Context: an optimization exercise on an open-source flow, tuned for small area, a short achievable clock period and few clock cycles. The choices shown serve that exercise and are no tape-out recipe. At most, simulation tests tie the RTL to the original design; equivalence was not proved. No activity file was given, so power comes from the tool's default toggle rates.

Design cnn_layer_top, start of the top module:
module cnn_layer_top (
    input  wire                   CLK,
    input  wire                   reset_i,
    input  wire                   start_i,
    output logic                  done_o,
    output logic                  wb_cyc_o,
    output logic                  wb_stb_o,
    output logic                  wb_we_o,
    output cnn_pkg::addr_t        wb_adr_o,
    output cnn_pkg::pixel_t       wb_dat_o,
    input  wire cnn_pkg::pixel_t  wb_dat_i,
    input  wire                   wb_ack_i
);
    typedef logic [15:0] w16_t;
    function automatic w16_t smax(input w16_t a, input w16_t b);
        smax = ($signed(a) > $signed(b)) ? a : b;
    endfunction
    function automatic w16_t add16(input w16_t a, input w16_t b);
        logic [15:0] g, p, gn, pn;
        g = a & b;
        p = a ^ b;
        for (int d = 1; d < 16; d = d * 2) begin
            gn = g;
            pn = p;
            for (int i = d; i < 16; i++) begin
                gn[i] = g[i] | (p[i] & g[i-d]);
                pn[i] = p[i] & p[i-d];
            end
            g = gn;
            p = pn;
        end
        add16 = (a ^ b) ^ {g[14:0], 1'b0};
    endfunction
    logic        busy_q;
    logic        done_q;
    logic        cyc_q;
    logic        we_q;
    logic [6:0]  adr_q;
    w16_t        dat_q;
    logic        kst_q;
    logic [3:0]  lr_q;
    logic [3:0]  lc_q;
    logic        rd_done_q;
    logic        cur_k_q;      
    logic        cur_st_q;     
    logic        cur_s3_q;     
    logic        cur_w_q;      
    logic [1:0]  cur_row_q;    
    logic        rd_ack_w;     
    logic        kv_q;         
    w16_t        kq [0:8];
    w16_t        p0_q, p1_q, p2_q;
    logic [2:0]  seq_q;        
    logic [7:0]  ko_q [0:2], kw_q [0:2], kn_q [0:2];
    logic [63:0] r1_q;        
    logic [2:0]  a2_q;         
    w16_t        f1_q [0:7];
    w16_t        f2_q [0:7];
    w16_t        out_q;
    logic [2:0]  or_q, oc_q;   
  ...
For scale: roughly 2800 cells after synthesis, about 780 flip-flops, ~56 I/O pins.
==> flow/config.mk <==
export PLATFORM = sky130hd
export DESIGN_NAME = cnn_layer_top
export DESIGN_NICKNAME = cnn_layer_top
export VERILOG_FILES = /design/flow/design.v
export SDC_FILE = /design/flow/constraint.sdc
export NUM_CORES = 4
export LEC_CHECK = 0
export CAP_MARGIN = 20
export CORE_MARGIN = 2
export CORE_UTILIZATION = 40
export CTS_CLUSTER_DIAMETER = 120
export CTS_CLUSTER_SIZE = 25
export SLEW_MARGIN = 20
export TNS_END_PERCENT = 5
==> flow/constraint.sdc <==
create_clock -name core_clock -period 11.0 [get_ports {CLK}]
set_input_delay 2.2000 -clock core_clock [delete_from_list [all_inputs] [get_ports {CLK}]]
set_output_delay 2.2000 -clock core_clock [all_outputs]
set_load 0.01 [all_outputs]
standard.sh (not shown) runs the stock make flow with config.mk's settings and CLKGATE_MAP_FILE= SYNTH_SCRIPT=/design/flow/synth_recipe.tcl, a recipe that flattens the netlist after the stock synthesis.
==> flow/flow/run.sh <==
#!/bin/bash
# Layout flow: the standard ORFS flow, with two changes that leave the
# clock period and constraints as they are: timing repair aims at a setup
# slack of 7.3 ns, and the port buffers are buf_4 cells.
set -euo pipefail
bash standard.sh SETUP_SLACK_MARGIN=7.3 "BUFFER_PORTS_ARGS=-buffer_cell sky130_fd_sc_hd__buf_4" finish > standard.log 2>&1
Testbench counts at the start, summed over its fixed seeds: cycles 11,552.
Next try:
--- a/flow/config.mk
+++ b/flow/config.mk
@@ -7,0 +8 @@
+export ABC_AREA = 1
@@ -14 +14,0 @@
-export TNS_END_PERCENT = 5
What happened: The changed run finished clean. Non-clock buffer count fell by 11. Combinational power drops by 4.3%. Clock-buffer cell count is unchanged. Final area goes up by 2.9%. Critical path depth came out higher by 12. Sequential share of layout area goes down by 1.5 points. Flip-flop and latch count is unchanged. Worst hold slack gains 0.061 ns. First-iteration DRC count is higher by 29%. Routed wire length is higher by 5.8%.
Next try:
--- a/flow/config.mk
+++ b/flow/config.mk
@@ -8 +7,0 @@
-export ABC_AREA = 1
@@ -14,0 +14 @@
+export TNS_END_PERCENT = 25
Outcome: First-iteration DRC count is lower by 16%; hold slack degrades by 0.078 ns; final area is lower by about 2.4%; clock power is about the same; global-route usage is lower by 0.77 points; die area is lower by about 2.3%.
Next try:
==> flow/flow/run.sh (replaced) <==
#!/bin/bash
# Layout flow: the standard ORFS flow, with two changes that leave the
# clock period and constraints as they are: timing repair aims at a setup
# slack of 7.5 ns, and the port buffers are buf_4 cells.
set -euo pipefail
bash standard.sh SETUP_SLACK_MARGIN=7.5 "BUFFER_PORTS_ARGS=-buffer_cell sky130_fd_sc_hd__buf_4" finish > standard.log 2>&1
--- a/flow/config.mk
+++ b/flow/config.mk
@@ -7,0 +8 @@
+export ABC_AREA = 1
@@ -14 +14,0 @@
-export TNS_END_PERCENT = 25
Result: Routed wire length came out higher by 5.3%; maximum frequency increases by 0.89%; clock-buffer cell count does not change; cell count went up by 16%.

* * *

== run 1 ==
cnn_layer_top again, from the RTL that the note above started with.
clock: 11.0 ns
lec_check: 0
cap_margin: 20
core_margin: 2
core_utilization: 50
cts_cluster_diameter: 120
cts_cluster_size: 25
slew_margin: 20
==> flow/flow/run.sh <==
#!/bin/bash
# Layout flow: the standard ORFS flow, with two changes that leave the
# clock period and constraints as they are: timing repair aims at a setup
# slack of 7.3 ns, and the port buffers are buf_4 cells.
set -euo pipefail
bash standard.sh SETUP_SLACK_MARGIN=7.3 "BUFFER_PORTS_ARGS=-buffer_cell sky130_fd_sc_hd__buf_4" finish > standard.log 2>&1
Testbench counts of run 1, summed over its fixed seeds: cycles 11,552.
Changes in run 2 relative to run 1:
Settings: swapping 50 for 40 in CORE_UTILIZATION; putting PLACE_DENSITY at 0.7 where nothing was set.
### Flow results
Of run 1 and run 2, the run reporting the higher via count of the first global-routing pass was run 1.
The layer with the highest usage after global routing comes out met1 in one run and met2 in the other, namely in run 1 and run 2 respectively.
On worst setup slack, the higher figure sits with run 2, not run 1.
Run 2 ended up with a higher final non-filler cell area than run 1 did.
The inputs of run 3 differ from those of run 2 as listed below.
Settings: removing PLACE_DENSITY (formerly 0.7); changing CTS_CLUSTER_DIAMETER from 120 to 100; changing CTS_CLUSTER_SIZE from 25 to 20.
==> results.txt <==
Going from run 2 to run 3, critical path depth grows by 2.
Clock buffer count (higher): run 3
[compare] base=run 2 new=run 3: non-clock buffer count moved up; portion of total power attributed to combinational logic moved up.
Any difference in count of filler cells inserted in the layout between run 3 and run 2 is small enough to ignore.
Power in the clock group up about 10% in run 3 wrt run 2
Final standard cell area without fillers, run 3 vs run 2: up slightly
Edits applied to the flow inputs when going from run 3 to run 4:
Settings: CTS_CLUSTER_DIAMETER changed from 100 to 120; CTS_CLUSTER_SIZE changed from 20 to 25.
==> flow/flow/run.sh <==
#!/bin/bash
# Layout flow: the standard ORFS flow, with two changes that leave the
# clock period and constraints as they are: timing repair aims at a setup
# slack of 7.45 ns, and the port buffers are buf_4 cells.
set -euo pipefail
bash standard.sh SETUP_SLACK_MARGIN=7.45 "BUFFER_PORTS_ARGS=-buffer_cell sky130_fd_sc_hd__buf_4" finish > standard.log 2>&1
--- outcome ---
Run 4 ended up with p2_q[9] as its startpoint of the worst setup timing path; run 3 ended up with p2_q[7]. Total of clock buffers placed in the layout: run 4 < run 3. Per the comparison of run 4 with run 3, power density normalized to cell area picked up an extra 7.1 nW/µm²; final wirelength picked up an extra about 0.5%; combined global-route utilization of all metal layers picked up an extra 0.22 points; number of detailed-route iterations in the first pass picked up an extra 2; share of total power in combinational logic picked up an extra 2.8 points. | via count of the first global-routing pass | run 4 vs run 3 | 307 higher |. Diff run 3 -> run 4: ratio of routed vias to standard cells up about 0.3%, total design power picked up an extra 2.6%, part of the cycle the worst path needs went down, via count went up by about 0.44%.
Input-level comparison between run 5 and run 4:
==> flow/flow/run.sh <==
#!/bin/bash
# Layout flow: the standard ORFS flow, with two changes that leave the
# clock period and constraints as they are: timing repair aims at a setup
# slack of 7.3 ns, and the port buffers are buf_4 cells.
set -euo pipefail
bash standard.sh SETUP_SLACK_MARGIN=7.3 "BUFFER_PORTS_ARGS=-buffer_cell sky130_fd_sc_hd__buf_4" finish > standard.log 2>&1
Notes after the runs:
- On routed wire length, run 4 loses to run 5.
- Compared with run 4, run 5 shows detailed-routed wire length on met2 lower by 1.4%.
- Power attributed to combinational cells shrinks by a few percent when moving from run 4 to run 5.
- Run 5 vs run 4: logic gate share of total power down
- The worst setup slack on run 4 is in line with that on run 5.
- In the reports for run 5 and run 4, the larger met2 track demand over resource belongs to run 4.

* * *

## red
cnn_layer_top, a different RTL version from the one above (not shown whole).
Size: ~56 I/O pins, roughly 37000 µm² of cells after synthesis.
Settings: LEC_CHECK=0, CAP_MARGIN=20, CORE_MARGIN=2, CORE_UTILIZATION=40, SLEW_MARGIN=20; clock period 11.0 ns.
==> flow/flow/run.sh <==
#!/bin/bash
# Layout flow: the standard ORFS flow, with timing repair aimed at a
# setup slack of 7.4 ns (the clock period and constraints are unchanged).
set -euo pipefail
bash standard.sh SETUP_SLACK_MARGIN=7.4 finish > standard.log 2>&1
The final layout from red, which completed every stage, passed the timing, DRC and antenna checks at the end of the flow.
Inputs modified between red and blue:
==> flow/flow/run.sh <==
#!/bin/bash
# Layout flow: the standard ORFS flow, with timing repair aimed at a
# setup slack of 7.0 ns (the clock period and constraints are unchanged).
set -euo pipefail
bash standard.sh SETUP_SLACK_MARGIN=7.0 finish > standard.log 2>&1
==> results.txt <==
blue was carried through to the last stage, and its layout satisfied the timing, DRC and antenna checks.
Against red, blue comes in 0.029 ns lower on minimum hold slack.
Relative to red, the maximum frequency measured on blue has decreased by a little under 10%.
Wire length on met3 (blue over red): decrease, about 5.4%
Across both runs, combinational fraction of design power was lower for blue than for red.
Comparing red and blue, the higher power was measured on red.
[inputs] green vs blue
==> flow/flow/run.sh <==
#!/bin/bash
# Layout flow: the standard ORFS flow, with two changes that leave the
# clock period and constraints as they are: timing repair aims at a setup
# slack of 7.2 ns, and the port buffers are buf_4 cells.
set -euo pipefail
bash standard.sh SETUP_SLACK_MARGIN=7.2 "BUFFER_PORTS_ARGS=-buffer_cell sky130_fd_sc_hd__buf_4" finish > standard.log 2>&1
--- outcome ---
On green: combinational group share of total power is 1.9 points higher than what blue gave. Looking at sequential share of power across green and blue, the one that comes out lower is green. As far as post-synthesis cell count goes, blue and green are indistinguishable; the numbers are identical. Worst-path cell with the longest stage delay = fa_1: green; worst-path cell with the longest stage delay = clkdlybuf4s50_1: blue. Number of clock-tree buffers in the layout was lower in green than in blue.
> inputs changed (green -> orange)
==> flow/flow/run.sh <==
#!/bin/bash
# Layout flow: the standard ORFS flow, with two changes that leave the
# clock period and constraints as they are: timing repair aims at a setup
# slack of 7.5 ns, and the port buffers are buf_4 cells.
set -euo pipefail
bash standard.sh SETUP_SLACK_MARGIN=7.5 "BUFFER_PORTS_ARGS=-buffer_cell sky130_fd_sc_hd__buf_4" finish > standard.log 2>&1
Findings:
Summary — share of total power consumed by net switching, orange relative to green: lower, by 0.82 points.
orange has completed all stages; timing, DRC and antenna checks passed.
Going from green to orange, layout overhead on the synthesized area saw an increase; clock network fraction of design power saw little to no change; net switching power saw an increase.
No run of this note included a check of the RTL's function; only the layout flow was run.

port drivers added, routing unchanged:
The results above use ideal ports. As a check the final layouts listed here were re-extracted and re-timed, cells and wires unchanged. Step 1: set_driving_cell puts a clkbuf_16 on CLK and a buf_2 on each other input, an assumption about the parent block. Step 2 moves the port delays by t, midway between the first and last clock arrival at a register: inputs arrive t later, outputs are due t later. That takes back most of the time a late clock gives input paths. Three values: ideal ports, drivers, drivers and shift; two values: the first two.
run	t (ns)	slack for setup (ns)	worst register clock-pin slew, ns	cell pins on the clock port's net
the first run of note 1	0.679	7.260 / 7.260 / 6.936	0.11 / 0.11	1
the second run of note 1	0.683	7.252 / 7.252 / 7.173	0.11 / 0.11	1
the third run of note 1	0.664	7.274 / 7.274 / 6.986	0.11 / 0.11	1
the fourth run of note 1	0.669	7.307 / 7.307 / 7.202	0.11 / 0.11	1
run 1	0.667	7.307 / 7.307 / 6.957	0.11 / 0.11	1
run 2	0.659	7.318 / 7.318 / 6.975	0.11 / 0.11	1
run 3	0.698	7.269 / 7.269 / 7.066	0.10 / 0.10	1
run 4	0.665	7.344 / 7.344 / 7.081	0.11 / 0.11	1
run 5	0.662	7.346 / 7.346 / 7.059	0.12 / 0.12	1
red	0.712	7.381 / 7.381 / 6.851	0.06 / 0.06	1
blue	0.707	7.068 / 7.004 / 6.489	0.07 / 0.07	1
green	0.699	7.265 / 7.265 / 6.747	0.06 / 0.06	1
orange	0.710	7.358 / 7.358 / 7.000	0.06 / 0.06	1
After both steps setup and hold are still met in every run listed. The setup slack of blue, which loses most, moves by -0.064 ns with the drivers and by -0.579 ns with both steps.
